Background: an optimization exercise with open tools, aiming at small area and a short achievable clock period. Do not read the settings as production practice. Where RTL was checked, it was by simulation tests only, not by an equivalence proof against the original. Only the layout flow was run in run 3; the RTL was not checked for function there. Power and IR drop assume default switching activity.

==> flow/design.v, too long to show whole: its modules and the start of the top module <==
// module state_capture: 85 lines
// module q_sel_gen: 20 lines
// module q_sel_bit: 15 lines
// module q_gt: 34 lines
// module gt_bit: 9 lines
// module gt_bit_sign: 9 lines
// module gt_bit_g: 7 lines
// module gt_bit_e: 7 lines
// module gt_node_p: 11 lines
// module gt_node_n: 11 lines
// module q_update: 802 lines
// module csa_fa: 10 lines
// module carry16: 21 lines
// module action_select: 51 lines
// module episode_control: 38 lines
// module dynaq_datapath: 90 lines
// module prefix_add: 26 lines
module dynaq_datapath (
  input  logic                          clk,
  input  logic                          reset,
  input  logic                          qvalue_en,
  input  logic                          reward_en,
  input  logic                          current_location_en,
  input  logic                          next_location_en,
  input  logic                          location_select,
  input  logic                          max_en,
  input  logic                          g_en,
  input  logic                          g_select,
  input  logic                          rng_en,
  input  logic                          action_en,
  input  logic                          step_en,
  input  logic                          step_select,
  input  logic                          epsilon_decay_en,
  input  logic                          episode_end,
  input  dynaq_data_pkg::location_t     start_location,
  input  dynaq_data_pkg::location_t     env_next_location,
  input  dynaq_data_pkg::qvalue_t       qvalue_0,
  input  dynaq_data_pkg::qvalue_t       qvalue_1,
  input  dynaq_data_pkg::qvalue_t       qvalue_2,
  input  dynaq_data_pkg::qvalue_t       qvalue_3,
  input  dynaq_data_pkg::reward_t       reward,
  output dynaq_data_pkg::location_t     current_location,
  output dynaq_data_pkg::location_t     next_location,
  output dynaq_policy_pkg::step_t       step_count,
  output dynaq_data_pkg::qvalue_t       qtable_data,
  output dynaq_policy_pkg::action_t     action,
  output logic                          done,
  output logic                          completed
);
  // ...
==> flow/flow/run.sh <==
#!/bin/bash
# Standard layout, with the port buffers taken from a plain buffer cell
# instead of the default pick.
export BUFFER_PORTS_ARGS="-buffer_cell sky130_fd_sc_hd__buf_2"
bash standard.sh > standard_run.log 2>&1
==> flow/standard.sh <==
#!/bin/bash
# synth_recipe.tcl (not shown) runs the flow's synth.tcl, then flattens the netlist and writes it again
# the make line also repeats each setting of config.mk as NAME=value (left out here)
make -C /OpenROAD-flow-scripts/flow DESIGN_CONFIG=/design/flow/config.mk WORK_HOME=/design/flow/orfs CLKGATE_MAP_FILE= SYNTH_SCRIPT=/design/flow/synth_recipe.tcl "${@:-finish}"
==> flow/config.mk <==
export PLATFORM = sky130hd
export DESIGN_NAME = dynaq_datapath
export DESIGN_NICKNAME = dynaq_datapath
export VERILOG_FILES = /design/flow/design.v
export SDC_FILE = /design/flow/constraint.sdc
export NUM_CORES = 4
export LEC_CHECK = 0
export CAP_MARGIN = 20
export CORE_MARGIN = 2
export CORE_UTILIZATION = 40
export PLACE_DENSITY = 0.6
export SETUP_SLACK_MARGIN = 3.5
export SLEW_MARGIN = 20
export SYNTH_HIERARCHICAL = 1
==> flow/constraint.sdc <==
create_clock -name core_clock -period 7.5 [get_ports {clk}]
set_input_delay 1.5000 -clock core_clock [delete_from_list [all_inputs] [get_ports {clk}]]
set_output_delay 1.5000 -clock core_clock [all_outputs]
set_load 0.01 [all_outputs]
==> run notes, run 1 <==
status timing/DRC/antenna clean; number of CTS-inserted buffers 42; chip height 310 um; GPL Wtd Cong between 0.9 and 1; Slew headroom 0.350; Power Dens Cells roughly 450 nW/um2; Finish-stage setup viols 0; fmax 0.258 GHz; Hold Crit Depth 1; Placed Instances approximately 5400; DRT Pass-1 Iters 9; Final #Nets 5005; Tot Pwr between 15 and 20 mW; Netlist Area Pre-Place 37400 um2; Fin Clk Skew 0.0293 ns; RSZ-0062 raised after global routing no; number of non-clock inverters in the layout approximately 220; CP max FO 9; synthesized instance count about 3800; P_sw approximately 9.0 mW; post-cts resize count 31; CTS tree built; I/O Buffers ~380; Seq. pwr 3.49 mW; required time of the critical path between 7 and 8 ns; Final Hold Fails 0; Area Overhead vs Synth 14.3%; clk_buf instances 56; Seq cells roughly 320; min cycle time layout approximately 3.9 ns; worst-skew pair later-pin latency around 0.60 ns; Root Driver clkbuf_16; first-pass GRT wire length around 170000 um; peak per-stage delay on the critical path between 0.3 and 0.4 ns
==> inputs of run 2 (changes only) <==
--- a/flow/config.mk
+++ b/flow/config.mk
@@ -9,6 +9,6 @@
 export CORE_MARGIN = 2
 export CORE_UTILIZATION = 40
 export PLACE_DENSITY = 0.6
-export SETUP_SLACK_MARGIN = 3.5
+export SETUP_SLACK_MARGIN = 4
 export SLEW_MARGIN = 20
 export SYNTH_HIERARCHICAL = 1
==> run 2 against run 1 <==
Effect of this change: still clean on timing, DRC and antenna; first-iteration DRC count down 15%; non-clock buffer count up 51; clock skew about the same; design area rose by 6.3%; sequential share of layout area is 1.1 points lower; largest cell class unchanged; largest power group unchanged.
==> run notes, run 2 <==
Startpoint Class input port (unchanged); share of the core filled with cells 0.489 (was 0.460); most common cell after layout, fill and taps aside nand2b_1 (was xor2_1); post-route insts no fill 5554 (was 5503); Synthesis Warnings 12 (unchanged); design area 45400 um2 (was 42700 um2); HPWL Detailed 83300 um (was 82200 um); synthesized instance count 3768 (unchanged); R2R Setup Slk 4.02 ns (was 3.73 ns); Fill cells 8693 (was 8885); antenna-violating nets left 0 (unchanged); Arr. time, crit path 4.02 ns (was 4.36 ns); setup ws final 3.96 ns (was 3.62 ns); crit end category flip-flop (unchanged); leakage power figure 19.2 nW (was 18.5 nW); vias in the first global route 28963 (was 28374); share of cells above drive strength 1 0.302 (was 0.241); Slew headroom 0.381 (was 0.350); Worst VDD drop 0.292 mV (was 0.314 mV); reg-to-reg endpoint u_q_update.max_carry$_DFFE_PN0P_ (unchanged); peak per-stage delay on the critical path 0.32 ns (about the same); Final #Nets 5055 (was 5005); max-slew violation count 0 (unchanged); final wirelength 109000 um (was 106000 um); Worst Hold Class flip-flop to flip-flop (unchanged); CTS tree built (unchanged); Initial Utilization 0.402 (unchanged); DP Worst Slack 2.08 ns (was 2.20 ns); Netlist Area Pre-Place 37400 um2 (unchanged); CTS Sinks 316 (unchanged); GPL Wtd Cong 0.898 (was 0.905); io pins 385 (unchanged); Hold Crit Depth 1 (unchanged); number of CTS-inserted buffers 43 (was 42); largest net degree at the start of global routing 126 (was 148); hold_buf cts 0 (unchanged); CTS clk-pin slew, worst paths 0.06 ns (was 0.07 ns); Area Overhead vs Synth 21.5% (was 14.3%); Die X-Extent 310 um (unchanged); kind of cell adding the most delay to the critical path compound AO/OA/AOI/OAI gates (unchanged); initial antenna violation count 21 (was 15); Final Hold Fails 0 (unchanged); commonest cells after routing, fill and taps aside 392 x nand2b_1, 375 x fa_1, 332 x xor2_1 (was 406 x xor2_1, 393 x nand2b_1, 383 x fa_1); GR Overflow Total 0 (unchanged); Routed WL per cell 19.7 um (was 19.3 um); CP startpoint qvalue_1[13] (was qvalue_0[15]); I/O Buffers 384 (unchanged); Vias/cell 5.25 (was 5.22); period utilization 0.472 (was 0.518); RSZ-0062 raised after global routing yes (was no); syn_area_per_cell 9.92 um2 (unchanged); area of the multi-input gates 30300 um2 (was 28600 um2); Post-Place Cell Area 41300 um2 (was 40800 um2); Fin Clk Skew 0.0297 ns (was 0.0293 ns); DRT Pass-1 Iters 9 (unchanged); Tot Pwr 19.8 mW (was 19.1 mW); Power Dens Cells 436 nW/um2 (was 446 nW/um2); Max Buffers Root-to-Sink 3 (unchanged); WHS Endpoint u_episode_control.completed$_DFFE_PN0P_ (unchanged); GRT Overall Usage 0.226 (was 0.220); full die area 95900 um2 (unchanged); required time of the critical path 7.98 ns (was 7.97 ns); Max Cap Viol 0 (unchanged); # rows 112 (unchanged); fmax 0.282 GHz (was 0.258 GHz); Sequential Area 7940 um2 (was 7920 um2); worst path cell trace clkbuf_4, xor2_2, o21ai_2, a21oi_2, o21ai_2, a21oi_2, o21ai_4, a21oi_4, clkinvlp_4, buf_12, buf_12, mux2i_4, nor2_4, a222oi_1, nand2_1 (was buf_2, xor2_1, nor2_1, nand2_1, nor2_2, a21oi_2, o21ai_4, a21oi_4, clkinvlp_4, buf_4, buf_4, mux2i_1, nor2_2, a222oi_1, nand2_1); total number of vias 29174 (was 28734); drt initial violations 1957 (was 2304); Hold WS 0.462 ns (was 0.471 ns); Root Driver clkbuf_16 (unchanged); status timing/DRC/antenna clean (unchanged); chip height 310 um (unchanged); residual DRC count 0 (unchanged); Placed Instances 5377 (was 5376); worst-skew pair later-pin latency 0.60 ns (about the same); min cycle time layout 3.54 ns (was 3.88 ns); Finish-stage setup viols 0 (unchanged); Setup TNS 0 ns (unchanged); Worst Path Class, Setup input port to flip-flop (unchanged); reg2reg start u_state_capture.q_max[5]$_DFF_PN0_ (unchanged); worst slew pin tran 0.928 ns (was 0.975 ns); first-pass GRT wire length 169000 um (was 165000 um); hold_sp u_episode_control.completed$_DFFE_PN0P_ (unchanged); H-Tree Depth 2 (unchanged); r2r worst-path depth 10 (unchanged); Slowest cell on crit path a222oi_1 (unchanged); CP max FO 8 (was 9); area of the core 92900 um2 (unchanged); CP Buf/Inv Count 4 (unchanged)
==> run 2: what timing repair did <==
action	in CTS	in global routing
pin swaps	33	134
setup endpoints to repair	71	86
cloned	2	1
setup buffers	55	26
gates resized for setup	107	354
==> run 2: cell type report <==
class	instances	share of cell area
multi-input cells	3197	0.666
flip-flops and latches	316	0.175
repair buffers	475	0.0716
well taps	1254	0.0345
clock buffers	55	0.0258
inverters	217	0.0184
clock inverters	25	0.00774
diodes	13	0.000716
repair inverters	2	0.000330
==> run 2: where the power goes <==
part / switching [mW] / internal (mW) / leakage (nW)
sequential: 0.926 / 2.53 / 3.71
combinational: 7.41 / 6.68 / 14.7
clock: 0.906 / 1.34 / 0.731
total: 9.24 / 10.5 / 19.2
==> run 2: worst register-to-register path, delay by kind of cell (launching register included) <==
| kind | cells | cell delay, ns |
|---|---|---|
| DFF | 1 | 0.53 |
| AOI/OAI and AO/OA | 3 | 0.26 |
| adders and majority gates | 4 | 1.99 |
| muxes | 1 | 0.26 |
| and+or+nand+nor | 2 | 0.34 |
==> run 2: worst max path at each step <==
stage                                               end  slack, ns  cells past startpoint
CTS                    u_q_update.max_carry$_DFFE_PN0P_       3.96                     10
detailed placement   u_state_capture.q_max[5]$_DFF_PN0_       2.08                     12
floorplan           u_state_capture.q_max[62]$_DFF_PN0_       3.50                     11
global route        u_state_capture.q_max[52]$_DFF_PN0_       3.84                     16
finish              u_state_capture.q_max[11]$_DFF_PN0_       3.96                     15
global placement    u_state_capture.q_max[62]$_DFF_PN0_       2.16                     12
==> run 2: routing by layer <==
metal	global-route usage	routed length, um	up-vias
met5	0	103	-
met4	0.0510	2070	18
met3	0.0382	6110	119
met2	0.353	49600	744
met1	0.327	51500	14489
li1	-	-	13804
==> module state_capture, before the edit <==
module state_capture (
  input  logic                        clk,
  input  logic                        reset,
  input  logic                        qvalue_en,
  input  logic                        reward_en,
  input  logic                        current_location_en,
  input  logic                        next_location_en,
  input  logic                        location_select,
  input  dynaq_data_pkg::location_t   start_location,
  input  dynaq_data_pkg::location_t   env_next_location,
  input  dynaq_data_pkg::qvalue_t     qvalue_0,
  input  dynaq_data_pkg::qvalue_t     qvalue_1,
  input  dynaq_data_pkg::qvalue_t     qvalue_2,
  input  dynaq_data_pkg::qvalue_t     qvalue_3,
  input  dynaq_data_pkg::reward_t     reward,
  output dynaq_data_pkg::location_t   current_location,
  output dynaq_data_pkg::location_t   next_location,
  output dynaq_data_pkg::qvalue_t     q_max,
  output dynaq_policy_pkg::action_t   greedy_action,
  output dynaq_data_pkg::reward_t     reward_q
);
  dynaq_data_pkg::location_t current_location_d;
  dynaq_data_pkg::location_t next_location_d;
  logic g10, g32, g20, g21, g30, g31;
  logic pick_1, pick_3, pick_hi;
  q_gt u_gt10 (.a(qvalue_1), .b(qvalue_0), .gt(g10));
  q_gt u_gt32 (.a(qvalue_3), .b(qvalue_2), .gt(g32));
  q_gt u_gt20 (.a(qvalue_2), .b(qvalue_0), .gt(g20));
  q_gt u_gt21 (.a(qvalue_2), .b(qvalue_1), .gt(g21));
  q_gt u_gt30 (.a(qvalue_3), .b(qvalue_0), .gt(g30));
  q_gt u_gt31 (.a(qvalue_3), .b(qvalue_1), .gt(g31));
  assign pick_1  = g10;
  assign pick_3  = g32;
  assign pick_hi = pick_3 ? (pick_1 ? g31 : g30) : (pick_1 ? g21 : g20);
  dynaq_data_pkg::qvalue_t q_max_d;
  for (genvar c = 0; c < 8; c++) begin : g_sel
    logic s0, s1, s2, s3, hold;
    q_sel_gen u_gen (
      .en (qvalue_en), .p1 (pick_1), .p3 (pick_3),
      .g20 (g20), .g21 (g21), .g30 (g30), .g31 (g31),
      .s0 (s0), .s1 (s1), .s2 (s2), .s3 (s3), .hold (hold)
    );
    for (genvar k = 8 * c; k < 8 * c + 8; k++) begin : g_bit
      q_sel_bit u_bit (
        .s0 (s0), .s1 (s1), .s2 (s2), .s3 (s3), .hold (hold),
        .q0 (qvalue_0[k]), .q1 (qvalue_1[k]), .q2 (qvalue_2[k]), .q3 (qvalue_3[k]),
        .qm (q_max[k]), .d (q_max_d[k])
      );
    end
  end
  assign current_location_d = location_select ? next_location : start_location;
  assign next_location_d    = location_select ? env_next_location : start_location;
  always_ff @(posedge clk or negedge reset) begin
    if (!reset) begin
      q_max <= '0;
    end else begin
      q_max <= q_max_d;
    end
  end
  always_ff @(posedge clk or negedge reset) begin
    if (!reset) begin
      greedy_action <= '0;
    end else if (qvalue_en) begin
      greedy_action <= {pick_hi, pick_hi ? pick_3 : pick_1};
    end
  end
  always_ff @(posedge clk or negedge reset) begin
    if (!reset) begin
      reward_q <= '0;
    end else if (reward_en) begin
      reward_q <= reward;
    end
  end
  always_ff @(posedge clk or negedge reset) begin
    if (!reset) begin
      current_location <= '0;
      next_location    <= '0;
    end else begin
      if (current_location_en)
        current_location <= current_location_d;
      if (next_location_en)
        next_location <= next_location_d;
    end
  end
endmodule
==> module q_sel_gen, before the edit <==
module q_sel_gen (
  input  logic en,
  input  logic p1,
  input  logic p3,
  input  logic g20,
  input  logic g21,
  input  logic g30,
  input  logic g31,
  output logic s0,
  output logic s1,
  output logic s2,
  output logic s3,
  output logic hold
);
  assign s0   = en & ~p1 & ~(p3 ? g30 : g20);
  assign s1   = en &  p1 & ~(p3 ? g31 : g21);
  assign s2   = en & ~p3 &  (p1 ? g21 : g20);
  assign s3   = en &  p3 &  (p1 ? g31 : g30);
  assign hold = ~en;
endmodule
==> module q_gt, before the edit <==
module q_gt (
  input  dynaq_data_pkg::qvalue_t a,
  input  dynaq_data_pkg::qvalue_t b,
  output logic                    gt
);
  logic [63:0] gn0, en0;
  logic [31:0] g1, e1;
  logic [15:0] gn2, en2;
  logic [7:0]  g3, e3;
  logic [3:0]  gn4, en4;
  logic [1:0]  g5, e5;
  logic        gtn, e6;
  for (genvar i = 0; i < 63; i++) begin : g_l0
    gt_bit u_b (.a(a[i]), .b(b[i]), .gn(gn0[i]), .en(en0[i]));
  end
  gt_bit_sign u_s (.a(a[63]), .b(b[63]), .gn(gn0[63]), .en(en0[63]));
  for (genvar i = 0; i < 32; i++) begin : g_l1
    gt_node_n u_n (.gh(gn0[2*i+1]), .eh(en0[2*i+1]), .gl(gn0[2*i]), .el(en0[2*i]), .g(g1[i]), .e(e1[i]));
  end
  for (genvar i = 0; i < 16; i++) begin : g_l2
    gt_node_p u_n (.gh(g1[2*i+1]), .eh(e1[2*i+1]), .gl(g1[2*i]), .el(e1[2*i]), .g(gn2[i]), .e(en2[i]));
  end
  for (genvar i = 0; i < 8; i++) begin : g_l3
    gt_node_n u_n (.gh(gn2[2*i+1]), .eh(en2[2*i+1]), .gl(gn2[2*i]), .el(en2[2*i]), .g(g3[i]), .e(e3[i]));
  end
  for (genvar i = 0; i < 4; i++) begin : g_l4
    gt_node_p u_n (.gh(g3[2*i+1]), .eh(e3[2*i+1]), .gl(g3[2*i]), .el(e3[2*i]), .g(gn4[i]), .e(en4[i]));
  end
  for (genvar i = 0; i < 2; i++) begin : g_l5
    gt_node_n u_n (.gh(gn4[2*i+1]), .eh(en4[2*i+1]), .gl(gn4[2*i]), .el(en4[2*i]), .g(g5[i]), .e(e5[i]));
  end
  gt_node_p u_l6 (.gh(g5[1]), .eh(e5[1]), .gl(g5[0]), .el(e5[0]), .g(gtn), .e(e6));
  assign gt = ~gtn;
endmodule
==> module gt_bit, before the edit <==
module gt_bit (
  input  logic a,
  input  logic b,
  output logic gn,
  output logic en
);
  gt_bit_g u_g (.a(a), .b(b), .gn(gn));
  gt_bit_e u_e (.a(a), .b(b), .en(en));
endmodule
==> module gt_bit_sign, before the edit <==
module gt_bit_sign (
  input  logic a,
  input  logic b,
  output logic gn,
  output logic en
);
  gt_bit_g u_g (.a(b), .b(a), .gn(gn));
  gt_bit_e u_e (.a(a), .b(b), .en(en));
endmodule
==> module episode_control, before the edit <==
module episode_control (
  input  logic                          clk,
  input  logic                          reset,
  input  logic                          step_en,
  input  logic                          step_select,
  input  logic                          epsilon_decay_en,
  input  logic                          episode_end,
  input  dynaq_data_pkg::reward_t       reward_q,
  output dynaq_policy_pkg::step_t       step_count,
  output logic [3:0]                    eps_tenths,
  output logic                          done,
  output logic                          completed
);
  logic goal;
  assign goal = &reward_q[11-2:0];
  assign done = goal || (step_count == dynaq_policy_pkg::step_t'(1023 - 1));
  always_ff @(posedge clk or negedge reset) begin
    if (!reset) begin
      step_count <= '0;
    end else if (step_en) begin
      step_count <= step_select ? step_count + dynaq_policy_pkg::step_t'(1) : '0;
    end
  end
  always_ff @(posedge clk or negedge reset) begin
    if (!reset) begin
      eps_tenths <= 4'd12;
    end else if (epsilon_decay_en && goal && (eps_tenths != 4'd0)) begin
      eps_tenths <= eps_tenths - 4'd1;
    end
  end
  always_ff @(posedge clk or negedge reset) begin
    if (!reset) begin
      completed <= 1'b0;
    end else if ((eps_tenths == 4'd0) && done && episode_end) begin
      completed <= 1'b1;
    end
  end
endmodule
==> module dynaq_datapath, before the edit <==
module dynaq_datapath (
  input  logic                          clk,
  input  logic                          reset,
  input  logic                          qvalue_en,
  input  logic                          reward_en,
  input  logic                          current_location_en,
  input  logic                          next_location_en,
  input  logic                          location_select,
  input  logic                          max_en,
  input  logic                          g_en,
  input  logic                          g_select,
  input  logic                          rng_en,
  input  logic                          action_en,
  input  logic                          step_en,
  input  logic                          step_select,
  input  logic                          epsilon_decay_en,
  input  logic                          episode_end,
  input  dynaq_data_pkg::location_t     start_location,
  input  dynaq_data_pkg::location_t     env_next_location,
  input  dynaq_data_pkg::qvalue_t       qvalue_0,
  input  dynaq_data_pkg::qvalue_t       qvalue_1,
  input  dynaq_data_pkg::qvalue_t       qvalue_2,
  input  dynaq_data_pkg::qvalue_t       qvalue_3,
  input  dynaq_data_pkg::reward_t       reward,
  output dynaq_data_pkg::location_t     current_location,
  output dynaq_data_pkg::location_t     next_location,
  output dynaq_policy_pkg::step_t       step_count,
  output dynaq_data_pkg::qvalue_t       qtable_data,
  output dynaq_policy_pkg::action_t     action,
  output logic                          done,
  output logic                          completed
);
  dynaq_data_pkg::qvalue_t    q_max;
  dynaq_data_pkg::reward_t    reward_q;
  dynaq_policy_pkg::action_t  greedy_action;
  logic [3:0]                 eps_tenths;
  state_capture u_state_capture (
    .clk                 (clk),
    .reset               (reset),
    .qvalue_en           (qvalue_en),
    .reward_en           (reward_en),
    .current_location_en (current_location_en),
    .next_location_en    (next_location_en),
    .location_select     (location_select),
    .start_location      (start_location),
    .env_next_location   (env_next_location),
    .qvalue_0            (qvalue_0),
    .qvalue_1            (qvalue_1),
    .qvalue_2            (qvalue_2),
    .qvalue_3            (qvalue_3),
    .reward              (reward),
    .current_location    (current_location),
    .next_location       (next_location),
    .q_max               (q_max),
    .greedy_action       (greedy_action),
    .reward_q            (reward_q)
  );
  q_update u_q_update (
    .clk           (clk),
    .reset         (reset),
    .max_en        (max_en),
    .g_en          (g_en),
    .g_select      (g_select),
    .q_max         (q_max),
    .reward_q      (reward_q),
    .qtable_data   (qtable_data)
  );
  action_select u_action_select (
    .clk           (clk),
    .reset         (reset),
    .rng_en        (rng_en),
    .action_en     (action_en),
    .greedy_action (greedy_action),
    .eps_tenths    (eps_tenths),
    .action        (action)
  );
  episode_control u_episode_control (
    .clk              (clk),
    .reset            (reset),
    .step_en          (step_en),
    .step_select      (step_select),
    .epsilon_decay_en (epsilon_decay_en),
    .episode_end      (episode_end),
    .reward_q         (reward_q),
    .step_count       (step_count),
    .eps_tenths       (eps_tenths),
    .done             (done),
    .completed        (completed)
  );
endmodule
==> inputs of run 3 (changes only) <==
--- a/flow/design.v
+++ b/flow/design.v
@@ -29,27 +29,28 @@
   output dynaq_data_pkg::location_t   next_location,
   output dynaq_data_pkg::qvalue_t     q_max,
   output dynaq_policy_pkg::action_t   greedy_action,
-  output dynaq_data_pkg::reward_t     reward_q
+  output dynaq_data_pkg::reward_t     reward_q,
+  output logic                        goal
 );
   dynaq_data_pkg::location_t current_location_d;
   dynaq_data_pkg::location_t next_location_d;
-  logic g10, g32, g20, g21, g30, g31;
+  logic [3:0] g10n, g32n, g20n, g21n, g30n, g31n;
   logic pick_1, pick_3, pick_hi;
-  q_gt u_gt10 (.a(qvalue_1), .b(qvalue_0), .gt(g10));
-  q_gt u_gt32 (.a(qvalue_3), .b(qvalue_2), .gt(g32));
-  q_gt u_gt20 (.a(qvalue_2), .b(qvalue_0), .gt(g20));
-  q_gt u_gt21 (.a(qvalue_2), .b(qvalue_1), .gt(g21));
-  q_gt u_gt30 (.a(qvalue_3), .b(qvalue_0), .gt(g30));
-  q_gt u_gt31 (.a(qvalue_3), .b(qvalue_1), .gt(g31));
-  assign pick_1  = g10;
-  assign pick_3  = g32;
-  assign pick_hi = pick_3 ? (pick_1 ? g31 : g30) : (pick_1 ? g21 : g20);
+  q_gt u_gt10 (.a(qvalue_1), .b(qvalue_0), .gtn(g10n));
+  q_gt u_gt32 (.a(qvalue_3), .b(qvalue_2), .gtn(g32n));
+  q_gt u_gt20 (.a(qvalue_2), .b(qvalue_0), .gtn(g20n));
+  q_gt u_gt21 (.a(qvalue_2), .b(qvalue_1), .gtn(g21n));
+  q_gt u_gt30 (.a(qvalue_3), .b(qvalue_0), .gtn(g30n));
+  q_gt u_gt31 (.a(qvalue_3), .b(qvalue_1), .gtn(g31n));
+  assign pick_1  = ~g10n[0];
+  assign pick_3  = ~g32n[0];
+  assign pick_hi = pick_3 ? (pick_1 ? ~g31n[0] : ~g30n[0]) : (pick_1 ? ~g21n[0] : ~g20n[0]);
   dynaq_data_pkg::qvalue_t q_max_d;
   for (genvar c = 0; c < 8; c++) begin : g_sel
     logic s0, s1, s2, s3, hold;
     q_sel_gen u_gen (
-      .en (qvalue_en), .p1 (pick_1), .p3 (pick_3),
-      .g20 (g20), .g21 (g21), .g30 (g30), .g31 (g31),
+      .en (qvalue_en), .p1n (g10n[c/2]), .p3n (g32n[c/2]),
+      .g20n (g20n[c/2]), .g21n (g21n[c/2]), .g30n (g30n[c/2]), .g31n (g31n[c/2]),
       .s0 (s0), .s1 (s1), .s2 (s2), .s3 (s3), .hold (hold)
     );
     for (genvar k = 8 * c; k < 8 * c + 8; k++) begin : g_bit
@@ -79,8 +80,10 @@
   always_ff @(posedge clk or negedge reset) begin
     if (!reset) begin
       reward_q <= '0;
+      goal     <= 1'b0;
     end else if (reward_en) begin
       reward_q <= reward;
+      goal     <= &reward[11-2:0];
     end
   end
   always_ff @(posedge clk or negedge reset) begin
@@ -97,22 +100,22 @@
 endmodule
 module q_sel_gen (
   input  logic en,
-  input  logic p1,
-  input  logic p3,
-  input  logic g20,
-  input  logic g21,
-  input  logic g30,
-  input  logic g31,
+  input  logic p1n,
+  input  logic p3n,
+  input  logic g20n,
+  input  logic g21n,
+  input  logic g30n,
+  input  logic g31n,
   output logic s0,
   output logic s1,
   output logic s2,
   output logic s3,
   output logic hold
 );
-  assign s0   = en & ~p1 & ~(p3 ? g30 : g20);
-  assign s1   = en &  p1 & ~(p3 ? g31 : g21);
-  assign s2   = en & ~p3 &  (p1 ? g21 : g20);
-  assign s3   = en &  p3 &  (p1 ? g31 : g30);
+  assign s0   = en &  p1n & (p3n ? g20n : g30n);
+  assign s1   = en & ~p1n & (p3n ? g21n : g31n);
+  assign s2   = en &  p3n & ~(p1n ? g20n : g21n);
+  assign s3   = en & ~p3n & ~(p1n ? g30n : g31n);
   assign hold = ~en;
 endmodule
 module q_sel_bit (
@@ -133,7 +136,7 @@
 module q_gt (
   input  dynaq_data_pkg::qvalue_t a,
   input  dynaq_data_pkg::qvalue_t b,
-  output logic                    gt
+  output logic [3:0]              gtn
 );
   logic [63:0] gn0, en0;
   logic [31:0] g1, e1;
@@ -141,7 +144,7 @@
   logic [7:0]  g3, e3;
   logic [3:0]  gn4, en4;
   logic [1:0]  g5, e5;
-  logic        gtn, e6;
+  logic [3:0]  e6;
   for (genvar i = 0; i < 63; i++) begin : g_l0
     gt_bit u_b (.a(a[i]), .b(b[i]), .gn(gn0[i]), .en(en0[i]));
   end
@@ -161,8 +164,9 @@
   for (genvar i = 0; i < 2; i++) begin : g_l5
     gt_node_n u_n (.gh(gn4[2*i+1]), .eh(en4[2*i+1]), .gl(gn4[2*i]), .el(en4[2*i]), .g(g5[i]), .e(e5[i]));
   end
-  gt_node_p u_l6 (.gh(g5[1]), .eh(e5[1]), .gl(g5[0]), .el(e5[0]), .g(gtn), .e(e6));
-  assign gt = ~gtn;
+  for (genvar c = 0; c < 4; c++) begin : g_l6
+    gt_node_p u_n (.gh(g5[1]), .eh(e5[1]), .gl(g5[0]), .el(e5[0]), .g(gtn[c]), .e(e6[c]));
+  end
 endmodule
 module gt_bit (
   input  logic a,
@@ -170,8 +174,8 @@
   output logic gn,
   output logic en
 );
-  gt_bit_g u_g (.a(a), .b(b), .gn(gn));
-  gt_bit_e u_e (.a(a), .b(b), .en(en));
+  assign gn = ~(a & ~b);
+  assign en = ~a & b;
 endmodule
 module gt_bit_sign (
   input  logic a,
@@ -179,22 +183,8 @@
   output logic gn,
   output logic en
 );
-  gt_bit_g u_g (.a(b), .b(a), .gn(gn));
-  gt_bit_e u_e (.a(a), .b(b), .en(en));
-endmodule
-module gt_bit_g (
-  input  logic a,
-  input  logic b,
-  output logic gn
-);
-  assign gn = ~(a & ~b);
-endmodule
-module gt_bit_e (
-  input  logic a,
-  input  logic b,
-  output logic en
-);
-  assign en = a ^ b;
+  assign gn = ~(~a & b);
+  assign en = a & ~b;
 endmodule
 module gt_node_p (
   input  logic gh,
@@ -1112,20 +1102,21 @@
   input  logic                          step_select,
   input  logic                          epsilon_decay_en,
   input  logic                          episode_end,
-  input  dynaq_data_pkg::reward_t       reward_q,
+  input  logic                          goal,
   output dynaq_policy_pkg::step_t       step_count,
   output logic [3:0]                    eps_tenths,
   output logic                          done,
   output logic                          completed
 );
-  logic goal;
-  assign goal = &reward_q[11-2:0];
-  assign done = goal || (step_count == dynaq_policy_pkg::step_t'(1023 - 1));
+  logic last_step;
+  assign done = goal || last_step;
   always_ff @(posedge clk or negedge reset) begin
     if (!reset) begin
       step_count <= '0;
+      last_step  <= 1'b0;
     end else if (step_en) begin
       step_count <= step_select ? step_count + dynaq_policy_pkg::step_t'(1) : '0;
+      last_step  <= step_select && (step_count == dynaq_policy_pkg::step_t'(1023 - 2));
     end
   end
   always_ff @(posedge clk or negedge reset) begin
@@ -1180,6 +1171,7 @@
   dynaq_data_pkg::reward_t    reward_q;
   dynaq_policy_pkg::action_t  greedy_action;
   logic [3:0]                 eps_tenths;
+  logic                       goal;
   state_capture u_state_capture (
     .clk                 (clk),
     .reset               (reset),
@@ -1199,7 +1191,8 @@
     .next_location       (next_location),
     .q_max               (q_max),
     .greedy_action       (greedy_action),
-    .reward_q            (reward_q)
+    .reward_q            (reward_q),
+    .goal                (goal)
   );
   q_update u_q_update (
     .clk           (clk),
@@ -1227,7 +1220,7 @@
     .step_select      (step_select),
     .epsilon_decay_en (epsilon_decay_en),
     .episode_end      (episode_end),
-    .reward_q         (reward_q),
+    .goal             (goal),
     .step_count       (step_count),
     .eps_tenths       (eps_tenths),
     .done             (done),
==> run 3 against run 2 <==
Effect of this change: still clean; fmax is 0.97% higher; synthesized cell count is 1.6% higher; core utilization is 1.5 points lower; global-route usage is 0.70 points lower; hold slack better by 0.00086 ns; sequential power is 2% higher; routed wire length is 1.1% lower; sequential cell count is 2 higher; sequential share of layout area is 0.54 points higher; register-to-register slack worse by 0.03 ns; critical endpoint is now u_q_update.max_carry$_DFFE_PN0P_.
==> run notes, run 3 <==
largest net degree at the start of global routing 146 (was 126); Worst Hold Class flip-flop to flip-flop (unchanged); CTS tree built (unchanged); Arr. time, crit path 3.97 ns (was 4.02 ns); Critical Path Most Common Cell fa_1; Post-Place Cell Area 41500 um2 (was 41300 um2); syn_area_per_cell 9.91 um2 (was 9.92 um2); most common cell after layout, fill and taps aside nand2b_1 (unchanged); RSZ-0062 raised after global routing yes (unchanged); I/O Buffers 384 (unchanged); full die area 97300 um2 (was 95900 um2); peak per-stage delay on the critical path 0.57 ns (was 0.32 ns); Die X-Extent 312 um (was 310 um); max-slew violation count 0 (unchanged); Synthesis Warnings 12 (unchanged); Root Driver clkbuf_16 (unchanged); CP max FO 2 (was 8); Initial Utilization 0.405 (was 0.402); Power Dens Cells 457 nW/um2 (was 436 nW/um2); required time of the critical path 7.96 ns (was 7.98 ns); Routed WL per cell 19.3 um (was 19.7 um); Max Buffers Root-to-Sink 3 (unchanged); Final #Nets 5100 (was 5055); Worst Path Class, Setup flip-flop to flip-flop (was input port to flip-flop); # rows 112 (unchanged); Max Cap Viol 0 (unchanged); fmax 0.285 GHz (was 0.282 GHz); min cycle time layout 3.51 ns (was 3.54 ns); Netlist Area Pre-Place 37900 um2 (was 37400 um2); leakage power figure 18.7 nW (was 19.2 nW); area of the core 93600 um2 (was 92900 um2); worst-skew pair later-pin latency 0.59 ns (was 0.60 ns); vias in the first global route 28903 (was 28963); setup ws final 3.99 ns (was 3.96 ns); initial antenna violation count 33 (was 21); commonest cells after routing, fill and taps aside 398 x nand2b_1, 377 x fa_1, 372 x buf_2 (was 392 x nand2b_1, 375 x fa_1, 332 x xor2_1); Slew headroom 0.343 (was 0.381); GR Overflow Total 0 (unchanged); CTS Sinks 318 (was 316); Worst VDD drop 0.266 mV (was 0.292 mV); DRT Pass-1 Iters 9 (unchanged); drt initial violations 2351 (was 1957); synthesized instance count 3830 (was 3768); chip height 312 um (was 310 um); worst slew pin tran 0.986 ns (was 0.928 ns); Fin Clk Skew 0.0158 ns (was 0.0297 ns); crit end category flip-flop (unchanged); Finish-stage setup viols 0 (unchanged); share of the core filled with cells 0.474 (was 0.489); Setup TNS 0 ns (unchanged); kind of cell adding the most delay to the critical path adder cells (was compound AO/OA/AOI/OAI gates); status timing/DRC/antenna clean (unchanged); design area 44300 um2 (was 45400 um2); total number of vias 29500 (was 29174); GRT Overall Usage 0.219 (was 0.226); residual DRC count 0 (unchanged); final wirelength 108000 um (was 109000 um); share of cells above drive strength 1 0.352 (was 0.302); Vias/cell 5.26 (was 5.25); Slowest cell on crit path fa_1 (was a222oi_1); Startpoint Class flip-flop (was input port); Fill cells 8942 (was 8693); H-Tree Depth 2 (unchanged); worst path cell trace fa_1, fa_1, fa_1, fa_1, or2_4, a21oi_4, o21ai_2, a21oi_2, o21ai_2, mux2_4 (was clkbuf_4, xor2_2, o21ai_2, a21oi_2, o21ai_2, a21oi_2, o21ai_4, a21oi_4, clkinvlp_4, buf_12, buf_12, mux2i_4, nor2_4, a222oi_1, nand2_1); period utilization 0.468 (was 0.472); io pins 385 (unchanged); Tot Pwr 20.3 mW (was 19.8 mW); antenna-violating nets left 0 (unchanged); number of CTS-inserted buffers 43 (unchanged); CP Buf/Inv Count 0 (was 4); first-pass GRT wire length 169000 um (about the same); R2R Setup Slk 3.99 ns (was 4.02 ns); DP Worst Slack 3.13 ns (was 2.08 ns); HPWL Detailed 84600 um (was 83300 um); Final Hold Fails 0 (unchanged); GPL Wtd Cong 0.907 (was 0.898); CTS clk-pin slew, worst paths 0.06 ns (about the same); Area Overhead vs Synth 16.8% (was 21.5%)
## run 3: final cells by class
type	count	area, um2	area share
antenna	22	55.1	0.00124
clock buffer	54	1160	0.0261
clock inverter	23	333	0.00751
inverter	214	803	0.0181
multi-input combinational	3261	29800	0.673
sequential	318	7980	0.180
tap	1254	1570	0.0354
timing repair buffer	459	2610	0.0589
## run 3: path summary, 6_finish.rpt
path,startpoint,cells after the start,end
worst max register to register,u_state_capture.q_max[15]$_DFF_PN0_,10,u_q_update.max_carry$_DFFE_PN0P_
min in group asynchronous,reset,1,u_q_update.qtable_data[8]$_DFFE_PN0P_
worst min-delay path,u_episode_control.completed$_DFFE_PN0P_,1,u_episode_control.completed$_DFFE_PN0P_
worst min register to register,u_episode_control.completed$_DFFE_PN0P_,1,u_episode_control.completed$_DFFE_PN0P_
worst max-delay path,u_state_capture.q_max[15]$_DFF_PN0_,10,u_q_update.max_carry$_DFFE_PN0P_
max in group asynchronous,reset,2,u_q_update.qtable_data[63]$_DFFE_PN0P_
## run 3: repair_timing
item                                    in CTS  in global routing
gates resized for setup                     42                130
endpoints found under the setup margin      63                 91
buffers inserted                            24                 46
gates cloned                                 0                  2
pin swaps                                   20                 67
hold buffers                                 0                  0
## run 3: power breakdown
part	internal [mW]	leakage [nW]	switching, mW
Combinational	6.86	14.3	7.66
Clock	1.32	0.698	0.878
Sequential	2.56	3.73	0.976
Total	10.7	18.7	9.52
## run 3: routing by layer
metal  vias up  wire (um)  part of all wire  GRT usage
met4        18       2860             0.026     0.0609
met1     14420      51100              0.47      0.316
li1      14156          -                 -          -
met5         -        110            0.0010          0
met3       146       5380             0.050     0.0324
met2       760      48800              0.45      0.341
## run 3: stage by stage
step	instances	hold WS [ns]
5_1_grt	5605	0.479
4_1_cts	5535	0.468
3_3_place_gp	5434	0.448
3_5_place_dp	5434	0.454
6_report	5605	0.463
2_1_floorplan	3835	0.458

[static timing again, ports no longer ideal]
Ports are ideal in the flow. The routed layouts listed here were re-timed in OpenROAD.
Step 1 sets driving cells, clkbuf_16 on the clock port and buf_2 on the other inputs (assumed; they add their load-dependent delay and slew).
Step 2 moves the port delays by t, midway between the first and last clock arrival at a register: inputs arrive t later, outputs are due t later. That takes back most of the time a late clock gives input paths.
a / b / c = no drivers / after step 1 / after step 2; a / b = the first two.
run	t (ns)	slack for setup (ns)	worst hold slack (ns)	worst setup path after step 2	pins driven straight from the clock port
run 1	0.649	3.617 / 3.651 / 3.003	0.471 / 0.471 / 0.471	input to register	1
run 2	0.651	3.957 / 3.974 / 3.324	0.462 / 0.462 / 0.462	input to register	1
run 3	0.643	3.991 / 3.991 / 3.430	0.463 / 0.463 / 0.463	input to register	1
After both steps every run listed still meets setup and hold. The setup slack of run 2, which loses most, moves by +0.017 ns with the drivers and by -0.633 ns with both steps.
